From an optimization exercise on the open Yosys and OpenROAD flow, aimed at small area and a short achievable clock period; shortcuts taken in it are not production practice. Function was checked by simulation only, so behaviour that the tests miss may differ from the original. Power and IR drop assume default switching activity.

==> inputs of 09-08 <==
==> flow/design.v <==
package cmvPkg;
    typedef struct packed {
        logic                   write;  
        logic [7-1:0] addr;
        logic [8-1:0] data;  
    } spiCmdT;
    typedef enum logic [2:0] {
        SPI_IDLE,
        SPI_ENABLE,   
        SPI_SHIFT,    
        SPI_TAIL,     
        SPI_DISABLE   
    } spiStateT;
    typedef enum logic [1:0] {
        SEQ_IDLE,
        SEQ_SETTLE,
        SEQ_REQUEST,  
        SEQ_STREAM
    } seqStateT;
    typedef struct packed {
        logic                   valid;
        logic [8-1:0] data;
    } pixelBeatT;
    typedef struct packed {
        logic                    dataValid;
        logic [10-1:0] data;
    } sensorInT;
endpackage
module spiRegPort (
    input  logic                   clk,
    input  logic                   rstN,
    input  logic                   spiStart,
    input  cmvPkg::spiCmdT         spiCmd,
    input  logic                   spiMiso,
    output logic                   spiBusy,
    output logic                   spiDone,
    output logic [8-1:0] readData,
    output logic                   sysResN,
    output logic                   spiEn,
    output logic                   spiSck,
    output logic                   spiMosi
);
    localparam int CMD_W = 1 + 7 + 8;  
    logic [5:0]       step;
    logic [CMD_W-1:0] shiftReg;  
    logic             writeOp;
    logic             shiftNow;   
    logic [5:0]       stepNext;
    logic             busyNext;
    logic             enNext;
    logic [CMD_W-1:0] shiftNext;
    logic             idle;       
    assign shiftNow = !idle && !step[0] && (step >= 6'd2) && (step <= 6'd32);
    assign busyNext = !idle ? (step != 6'd34) : spiStart;
    assign stepNext = !idle ? step + 1'b1 : 6'd0;
    assign enNext   = !idle ? (step <= 6'd32) : spiStart;
    always_comb begin
        shiftNext = shiftReg;
        if (idle && spiStart) begin
            shiftNext = {spiCmd.write, spiCmd.addr,
                         spiCmd.data & {8{spiCmd.write}}};
        end else if (shiftNow) begin
            shiftNext = {shiftReg[CMD_W-2:0], spiMiso && (step != 6'd2)};
        end
    end
    always_ff @(posedge clk or negedge rstN) begin
        if (!rstN) begin
            spiBusy  <= 1'b0;
            idle     <= 1'b1;
            step     <= '0;
            spiEn    <= 1'b0;
            spiSck   <= 1'b0;
            spiMosi  <= 1'b0;
            spiDone  <= 1'b0;
            sysResN  <= 1'b0;  
            readData <= '0;
        end else begin
            spiBusy <= busyNext;
            idle    <= !busyNext;
            step    <= stepNext;
            spiEn   <= enNext;
            spiSck  <= !idle && step[0] && (step <= 6'd31);
            spiMosi <= enNext && shiftNext[CMD_W-1];
            spiDone <= !idle && (step == 6'd33);
            if (idle && spiStart) sysResN <= 1'b1;  
            if (!idle && (step == 6'd33) && !writeOp) begin
                readData <= shiftReg[8-1:0];  
            end
        end
    end
    always_ff @(posedge clk) begin
        shiftReg <= shiftNext;
        if (idle && spiStart) writeOp <= spiCmd.write;
    end
endmodule
module frameSequencer #(
    parameter int frameRows = 480
) (
    input  logic clk,
    input  logic rstN,
    input  logic frameStart,
    input  logic rowDone,
    output logic frameBusy,
    output logic frameReq,
    output logic streamEn,
    output logic frameDone,
    output logic frameBusyRose  
);
    localparam int SETTLE_W = $clog2(2500);
    localparam int ROW_W = $clog2(frameRows + 1);
    localparam int CNT_W = (SETTLE_W > ROW_W) ? SETTLE_W : ROW_W;
    logic             idle;
    logic             settle;
    logic             request;  
    logic [CNT_W-1:0] cnt;
    logic             idleNext;
    logic             settleNext;
    logic             requestNext;
    logic             streamNext;
    logic             settleEnd;
    logic             lastRow;
    assign settleEnd   = settle && (cnt == CNT_W'(2500 - 1));
    assign lastRow     = streamEn && rowDone && (cnt == CNT_W'(frameRows - 1));
    assign idleNext    = idle ? !frameStart : lastRow;
    assign settleNext  = idle ? frameStart : (settle && !settleEnd);
    assign requestNext = settleEnd;
    assign streamNext  = request || (streamEn && !lastRow);
    always_ff @(posedge clk or negedge rstN) begin
        if (!rstN) begin
            idle          <= 1'b1;
            settle        <= 1'b0;
            request       <= 1'b0;
            streamEn      <= 1'b0;
            frameBusy     <= 1'b0;
            frameReq      <= 1'b0;
            frameDone     <= 1'b0;
            frameBusyRose <= 1'b0;
            cnt           <= '0;
        end else begin
            idle          <= idleNext;
            settle        <= settleNext;
            request       <= requestNext;
            streamEn      <= streamNext;
            frameBusy     <= !idleNext;
            frameReq      <= requestNext;
            frameDone     <= lastRow;  
            frameBusyRose <= idle && frameStart;
            if (idle || request) begin
                cnt <= '0;
            end else if (settle ? !settleEnd : (rowDone && !lastRow)) begin
                cnt <= cnt + 1'b1;
            end
        end
    end
endmodule
module rowCropper (
    input  logic                clk,
    input  logic                rstN,
    input  logic                streamEn,
    input  cmvPkg::sensorInT    sensorIn,
    output cmvPkg::pixelBeatT   pixelBeat,
    output logic                rowDone
);
    localparam int CNT_W = $clog2(648 + 1);
    localparam int FIRST_PIX = 4;
    localparam int LAST_PIX = 648 - 4 - 1;
    logic [CNT_W-1:0]       pixCnt;  
    logic                   dvPrev;
    logic                   beatValid;
    logic [8-1:0] beatData;
    logic                   inWindow;
    logic                   rowFull;
    logic                   dvFall;
    assign inWindow = (pixCnt >= CNT_W'(FIRST_PIX)) && (pixCnt <= CNT_W'(LAST_PIX));
    assign rowFull  = (pixCnt == CNT_W'(648));
    assign dvFall   = dvPrev && !sensorIn.dataValid;
    always_ff @(posedge clk or negedge rstN) begin
        if (!rstN) begin
            pixCnt    <= '0;
            dvPrev    <= 1'b0;
            beatValid <= 1'b0;
            rowDone   <= 1'b0;
        end else begin
            dvPrev    <= sensorIn.dataValid;
            beatValid <= 1'b0;
            rowDone   <= 1'b0;
            if (!streamEn) begin
                pixCnt <= '0;  
            end else if (dvFall && rowFull) begin
                pixCnt  <= '0;
                rowDone <= 1'b1;
            end else if (sensorIn.dataValid) begin
                beatValid <= inWindow;  
                if (!rowFull) pixCnt <= pixCnt + 1'b1;
            end
        end
    end
    always_ff @(posedge clk) begin
        beatData <= sensorIn.data[10-1 -: 8];
    end
    assign pixelBeat.valid = beatValid;
    assign pixelBeat.data  = beatData;
endmodule
module pixelFifo (
    input  logic                   clk,
    input  logic                   rstN,
    input  cmvPkg::pixelBeatT      pixelBeat,
    input  logic                   pixelRd,
    input  logic                   clearOverflow,  
    output logic [8-1:0] pixelData,
    output logic                   pixelAvail,
    output logic                   almostFull,
    output logic                   overflow
);
    localparam int AW = $clog2(256);
    localparam int DW = 8;
    localparam int NB = 4;                
    localparam int SW = AW - 2;           
    logic [1:0]    wrBank;      
    logic [1:0]    fetchBank;   
    logic          lastWrote;   
    logic [DW-1:0] lastData;    
    logic [AW:0]   fillCount;   
    logic          full;
    logic          avail;       
    logic          empty;       
    logic          availNext;
    logic [DW-1:0] head;
    logic [DW-1:0] bankHead [NB];
    logic          wrEn;
    logic          rdEn;
    logic          pendZero;    
    logic          fresh;       
    logic          appW;        
    logic          app;         
    logic [DW-1:0] appData;
    assign wrEn      = pixelBeat.valid && !full;  
    assign rdEn      = pixelRd && !empty;         
    assign availNext = (wrEn && !rdEn) ? 1'b1 :
                       (rdEn && !wrEn) ? (fillCount != (AW+1)'(1)) : !empty;
    assign pendZero  = (fillCount[AW:1] == '0);
    assign fresh     = (fillCount == (AW+1)'(2)) && lastWrote;
    assign appW      = wrEn && pendZero && (empty || rdEn);
    assign app       = appW || (!pendZero && rdEn);
    assign appData   = pendZero ? pixelBeat.data : fresh ? lastData : bankHead[fetchBank];
    for (genvar b = 0; b < NB; b++) begin : g_bank
        logic [DW-1:0] line [1 << SW];  
        logic          push;
        logic          take;
        logic [7:0]    lo;
        logic [7:0]    hi;
        logic [DW-1:0] grp [8];
        logic [DW-1:0] rd;
        assign push = wrEn && (wrBank == 2'(b));
        assign take = app && (fetchBank == 2'(b));
        always_comb begin
            rd = '0;
            for (int g = 0; g < 8; g++) begin
                grp[g] = '0;
                for (int j = 0; j < 8; j++) grp[g] = grp[g] | (line[8 * g + j] & {DW{lo[j]}});
                rd = rd | (grp[g] & {DW{hi[g]}});
            end
        end
        always_ff @(posedge clk) begin
            if (push) begin
                line[0] <= pixelBeat.data;
                for (int i = 1; i < (1 << SW); i++) line[i] <= line[i - 1];
            end
            bankHead[b] <= rd;
        end
        always_ff @(posedge clk or negedge rstN) begin
            if (!rstN) begin
                lo <= 8'h80;  
                hi <= 8'h80;
            end else if (push && !take) begin
                lo <= {lo[6:0], lo[7]};
                if (lo[7]) hi <= {hi[6:0], hi[7]};
            end else if (take && !push) begin
                lo <= {lo[0], lo[7:1]};
                if (lo[0]) hi <= {hi[0], hi[7:1]};
            end
        end
    end
    always_ff @(posedge clk) begin
        if (app) head <= appData;
        lastData <= pixelBeat.data;
    end
    always_ff @(posedge clk or negedge rstN) begin
        if (!rstN) begin
            wrBank     <= '0;
            fetchBank  <= '0;
            lastWrote  <= 1'b0;
            fillCount  <= '0;
            full       <= 1'b0;
            avail      <= 1'b0;
            empty      <= 1'b1;
            almostFull <= 1'b0;
            overflow   <= 1'b0;
        end else begin
            if (wrEn) wrBank <= wrBank + 1'b1;
            if (app) fetchBank <= fetchBank + 1'b1;
            lastWrote <= wrEn && !appW;
            avail     <= availNext;
            empty     <= !availNext;
            if (wrEn && !rdEn) begin
                fillCount <= fillCount + 1'b1;
                full      <= (fillCount == (AW+1)'(256 - 1));
                if (fillCount == (AW+1)'(224 - 1)) almostFull <= 1'b1;
            end else if (rdEn && !wrEn) begin
                fillCount <= fillCount - 1'b1;
                full      <= 1'b0;
                if (fillCount == (AW+1)'(224)) almostFull <= 1'b0;
            end
            if (pixelBeat.valid && full) begin
                overflow <= 1'b1;  
            end else if (clearOverflow) begin
                overflow <= 1'b0;
            end
        end
    end
    assign pixelData  = head;
    assign pixelAvail = avail;
endmodule
module cmvCaptureTop #(
    parameter int frameRows = 480
) (
    input  logic                   clk,
    input  logic                   rstN,
    input  logic                   spiStart,
    input  logic [15:0]            spiCmd,    
    output logic                   spiBusy,
    output logic                   spiDone,
    output logic [8-1:0] readData,
    input  logic                   spiMiso,
    output logic                   sysResN,
    output logic                   spiEn,
    output logic                   spiSck,
    output logic                   spiMosi,
    output logic                   frameReq,
    input  logic [10:0]            sensorIn,  
    input  logic                   frameStart,
    output logic                   frameBusy,
    output logic                   frameDone,
    input  logic                   pixelRd,
    output logic [8-1:0] pixelData,
    output logic                   pixelAvail,
    output logic                   almostFull,
    output logic                   overflow
);
    logic              streamEn;
    logic              frameBusyRose;
    logic              rowDone;
    cmvPkg::pixelBeatT pixelBeat;
    spiRegPort i_spi (
        .clk(clk), .rstN(rstN),
        .spiStart(spiStart), .spiCmd(spiCmd), .spiMiso(spiMiso),
        .spiBusy(spiBusy), .spiDone(spiDone), .readData(readData),
        .sysResN(sysResN), .spiEn(spiEn), .spiSck(spiSck), .spiMosi(spiMosi)
    );
    frameSequencer #(.frameRows(frameRows)) i_seq (
        .clk(clk), .rstN(rstN),
        .frameStart(frameStart), .rowDone(rowDone),
        .frameBusy(frameBusy), .frameReq(frameReq),
        .streamEn(streamEn), .frameDone(frameDone),
        .frameBusyRose(frameBusyRose)
    );
    rowCropper i_crop (
        .clk(clk), .rstN(rstN),
        .streamEn(streamEn), .sensorIn(sensorIn),
        .pixelBeat(pixelBeat), .rowDone(rowDone)
    );
    pixelFifo i_fifo (
        .clk(clk), .rstN(rstN),
        .pixelBeat(pixelBeat), .pixelRd(pixelRd),
        .clearOverflow(frameBusyRose),  
        .pixelData(pixelData), .pixelAvail(pixelAvail),
        .almostFull(almostFull), .overflow(overflow)
    );
endmodule
==> flow/flow/run.sh <==
#!/bin/bash
# The standard layout (standard.sh: standard synthesis through finish)
# with two changes to how the layout is made:
#  - the ports are buffered with a plain buf_2 rather than the delay buffer
#    buffer_ports picks by default (every port still gets its own buffer);
#  - ORFS's timing repair aims for a larger setup margin, so that it works
#    on the paths that set the achieved period. The clock period and the
#    constraints are the design's.
set -euo pipefail
export BUFFER_PORTS_ARGS="-buffer_cell sky130_fd_sc_hd__buf_2"
bash standard.sh "BUFFER_PORTS_ARGS=$BUFFER_PORTS_ARGS" SETUP_SLACK_MARGIN=6.5 finish > standard_sh.log 2>&1
==> flow/standard.sh <==
#!/bin/bash
# synth_recipe.tcl (not shown) runs the flow's synth.tcl, then flattens the netlist and writes it again
# the make line also repeats each setting of config.mk as NAME=value (left out here)
make -C /OpenROAD-flow-scripts/flow DESIGN_CONFIG=/design/flow/config.mk WORK_HOME=/design/flow/orfs CLKGATE_MAP_FILE= SYNTH_SCRIPT=/design/flow/synth_recipe.tcl "${@:-finish}"
==> flow/config.mk <==
export PLATFORM = sky130hd
export DESIGN_NAME = cmvCaptureTop
export DESIGN_NICKNAME = cmvCaptureTop
export VERILOG_FILES = /design/flow/design.v
export SDC_FILE = /design/flow/constraint.sdc
export NUM_CORES = 4
export LEC_CHECK = 0
export CAP_MARGIN = 20
export CORE_MARGIN = 2
export CORE_UTILIZATION = 40
export CTS_CLUSTER_DIAMETER = 100
export CTS_CLUSTER_SIZE = 30
export SLEW_MARGIN = 20
export SYNTH_MEMORY_MAX_BITS = 4096
==> flow/constraint.sdc <==
create_clock -name core_clock -period 10.0 [get_ports {clk}]
set_input_delay 2.0000 -clock core_clock [delete_from_list [all_inputs] [get_ports {clk}]]
set_output_delay 2.0000 -clock core_clock [all_outputs]
set_load 0.01 [all_outputs]
==> 07-19: changes against 09-08 <==
--- a/flow/design.v
+++ b/flow/design.v
@@ -112,5 +112,5 @@
     logic             idle;
     logic             settle;
-    logic             request;  
+    logic             requestN;  
     logic [CNT_W-1:0] cnt;
     logic             idleNext;
@@ -125,10 +125,10 @@
     assign settleNext  = idle ? frameStart : (settle && !settleEnd);
     assign requestNext = settleEnd;
-    assign streamNext  = request || (streamEn && !lastRow);
+    assign streamNext  = !requestN || (streamEn && !lastRow);
     always_ff @(posedge clk or negedge rstN) begin
         if (!rstN) begin
             idle          <= 1'b1;
             settle        <= 1'b0;
-            request       <= 1'b0;
+            requestN      <= 1'b1;
             streamEn      <= 1'b0;
             frameBusy     <= 1'b0;
@@ -140,5 +140,5 @@
             idle          <= idleNext;
             settle        <= settleNext;
-            request       <= requestNext;
+            requestN      <= !requestNext;
             streamEn      <= streamNext;
             frameBusy     <= !idleNext;
@@ -146,5 +146,5 @@
             frameDone     <= lastRow;  
             frameBusyRose <= idle && frameStart;
-            if (idle || request) begin
+            if (idle || !requestN) begin
                 cnt <= '0;
             end else if (settle ? !settleEnd : (rowDone && !lastRow)) begin
@@ -215,8 +215,11 @@
     localparam int AW = $clog2(256);
     localparam int DW = 8;
-    localparam int NB = 4;                
-    localparam int SW = AW - 2;           
-    logic [1:0]    wrBank;      
-    logic [1:0]    fetchBank;   
+    localparam int NB = 2;                
+    localparam int BW = $clog2(NB);
+    localparam int BD = 256 / NB;  
+    localparam int LN = 16;               
+    localparam int HN = BD / LN;          
+    logic [BW-1:0] wrBank;      
+    logic [BW-1:0] fetchBank;   
     logic          lastWrote;   
     logic [DW-1:0] lastData;    
@@ -231,4 +234,5 @@
     logic          rdEn;
     logic          pendZero;    
+    logic          fillIs2;     
     logic          fresh;       
     logic          appW;        
@@ -239,24 +243,23 @@
     assign availNext = (wrEn && !rdEn) ? 1'b1 :
                        (rdEn && !wrEn) ? (fillCount != (AW+1)'(1)) : !empty;
-    assign pendZero  = (fillCount[AW:1] == '0);
-    assign fresh     = (fillCount == (AW+1)'(2)) && lastWrote;
+    assign fresh     = fillIs2 && lastWrote;
     assign appW      = wrEn && pendZero && (empty || rdEn);
     assign app       = appW || (!pendZero && rdEn);
     assign appData   = pendZero ? pixelBeat.data : fresh ? lastData : bankHead[fetchBank];
     for (genvar b = 0; b < NB; b++) begin : g_bank
-        logic [DW-1:0] line [1 << SW];  
+        logic [DW-1:0] line [BD];   
         logic          push;
         logic          take;
-        logic [7:0]    lo;
-        logic [7:0]    hi;
-        logic [DW-1:0] grp [8];
+        logic [LN-1:0] lo;
+        logic [HN-1:0] hi;
+        logic [DW-1:0] grp [HN];
         logic [DW-1:0] rd;
-        assign push = wrEn && (wrBank == 2'(b));
-        assign take = app && (fetchBank == 2'(b));
+        assign push = wrEn && (wrBank == BW'(b));
+        assign take = app && (fetchBank == BW'(b));
         always_comb begin
             rd = '0;
-            for (int g = 0; g < 8; g++) begin
+            for (int g = 0; g < HN; g++) begin
                 grp[g] = '0;
-                for (int j = 0; j < 8; j++) grp[g] = grp[g] | (line[8 * g + j] & {DW{lo[j]}});
+                for (int j = 0; j < LN; j++) grp[g] = grp[g] | (line[LN * g + j] & {DW{lo[j]}});
                 rd = rd | (grp[g] & {DW{hi[g]}});
             end
@@ -265,5 +268,5 @@
             if (push) begin
                 line[0] <= pixelBeat.data;
-                for (int i = 1; i < (1 << SW); i++) line[i] <= line[i - 1];
+                for (int i = 1; i < BD; i++) line[i] <= line[i - 1];
             end
             bankHead[b] <= rd;
@@ -271,12 +274,12 @@
         always_ff @(posedge clk or negedge rstN) begin
             if (!rstN) begin
-                lo <= 8'h80;  
-                hi <= 8'h80;
+                lo <= LN'(1) << (LN - 1);  
+                hi <= HN'(1) << (HN - 1);
             end else if (push && !take) begin
-                lo <= {lo[6:0], lo[7]};
-                if (lo[7]) hi <= {hi[6:0], hi[7]};
+                lo <= {lo[LN-2:0], lo[LN-1]};
+                if (lo[LN-1]) hi <= {hi[HN-2:0], hi[HN-1]};
             end else if (take && !push) begin
-                lo <= {lo[0], lo[7:1]};
-                if (lo[0]) hi <= {hi[0], hi[7:1]};
+                lo <= {lo[0], lo[LN-1:1]};
+                if (lo[0]) hi <= {hi[0], hi[HN-1:1]};
             end
         end
@@ -292,4 +295,6 @@
             lastWrote  <= 1'b0;
             fillCount  <= '0;
+            pendZero   <= 1'b1;
+            fillIs2    <= 1'b0;
             full       <= 1'b0;
             avail      <= 1'b0;
@@ -305,8 +310,12 @@
             if (wrEn && !rdEn) begin
                 fillCount <= fillCount + 1'b1;
+                pendZero  <= (fillCount == '0);
+                fillIs2   <= (fillCount == (AW+1)'(1));
                 full      <= (fillCount == (AW+1)'(256 - 1));
                 if (fillCount == (AW+1)'(224 - 1)) almostFull <= 1'b1;
             end else if (rdEn && !wrEn) begin
                 fillCount <= fillCount - 1'b1;
+                pendZero  <= (fillCount <= (AW+1)'(2));
+                fillIs2   <= (fillCount == (AW+1)'(3));
                 full      <= 1'b0;
                 if (fillCount == (AW+1)'(224)) almostFull <= 1'b0;
--- a/flow/flow/run.sh
+++ b/flow/flow/run.sh
@@ -9,3 +9,3 @@
 set -euo pipefail
 export BUFFER_PORTS_ARGS="-buffer_cell sky130_fd_sc_hd__buf_2"
-bash standard.sh "BUFFER_PORTS_ARGS=$BUFFER_PORTS_ARGS" SETUP_SLACK_MARGIN=6.5 finish > standard_sh.log 2>&1
+bash standard.sh "BUFFER_PORTS_ARGS=$BUFFER_PORTS_ARGS" SETUP_SLACK_MARGIN=6.8 finish > standard_sh.log 2>&1
- CORE_UTILIZATION: 40 -> 60
- CTS_CLUSTER_DIAMETER: 100 -> 80
- CTS_CLUSTER_SIZE: 30 -> 24
- PLACE_DENSITY: not set -> 0.7
==> results by group <==
Outcome
  – Outcome: no timing/DRC/antenna violations

Floorplanning
  – Starting utilization of the core area: 0.603
  – Number of standard-cell rows in the floorplan: 134

Timing
  – Worst-case headroom to the max-slew limit: 0.319
  – Post-route worst setup slack: 6.61 ns
  – Slew @ Worst Pin: 1.02 ns

Synth
  – Share of the synthesized area in the top cell type: 0.775
  – Sequential-to-total area share from yosys stat: 0.821

Critical path
  – Reg-to-reg slack, setup: 6.90 ns
  – Master of the slowest instance on the critical path: dfrtp_1

Power
  – Power consumed by combinational cells: 1720 uW

Drt
  – Wirelength, routed: 178 mm
  – Number of violations reported at the end of detailed-routing iteration 0: 5,884

Global routing
  – GRT Resource Usage Total: 0.254
-- figures above: 07-19

==> results by group <==
Outcome
  – Outcome: no timing/DRC/antenna violations

Global routing
  – GRT Resource Usage Total: 0.164
  – GR Layer Usage met2: 0.251

Power
  – Power consumed by combinational cells: 275 uW

Timing
  – Worst-case headroom to the max-slew limit: 0.248
  – Slew @ Worst Pin: 1.13 ns
  – Post-route worst setup slack: 6.57 ns

Critical path
  – Reg-to-reg slack, setup: 6.74 ns
  – Master of the slowest instance on the critical path: edfxtp_1

Clocking
  – Level count of the clock H-tree: 3

Synth
  – Sequential-to-total area share from yosys stat: 0.812
  – Share of the synthesized area in the top cell type: 0.759

Floorplanning
  – Starting utilization of the core area: 0.402

Cells and area
  – Non-CTS inverters: 22
-- figures above: 09-08

port drivers added, routing unchanged:
In the flow no input, the clock included, has a driving cell. The finished layouts below were timed again as built, in two steps.
Step 1: set_driving_cell puts a clkbuf_16 on clk and a buf_2 on each other input, an assumption about the parent block.
Step 2 times the ports against the registers' clock, not the clock port: input delays grow and output delays shrink by t, the midpoint of the rising clock arrivals with the driver on.
Three values: ideal, step 1, step 2; two values: the first two.
run	shift t [ns]	setup WS [ns]	cell pins on the clock port's net
09-08	0.817	6.566 / 6.485 / 5.835	1
07-19	0.810	6.611 / 6.536 / 6.100	1
After both steps every run listed still meets setup and hold. The setup slack of 09-08, which loses most, moves by -0.081 ns with the drivers and by -0.731 ns with both steps.
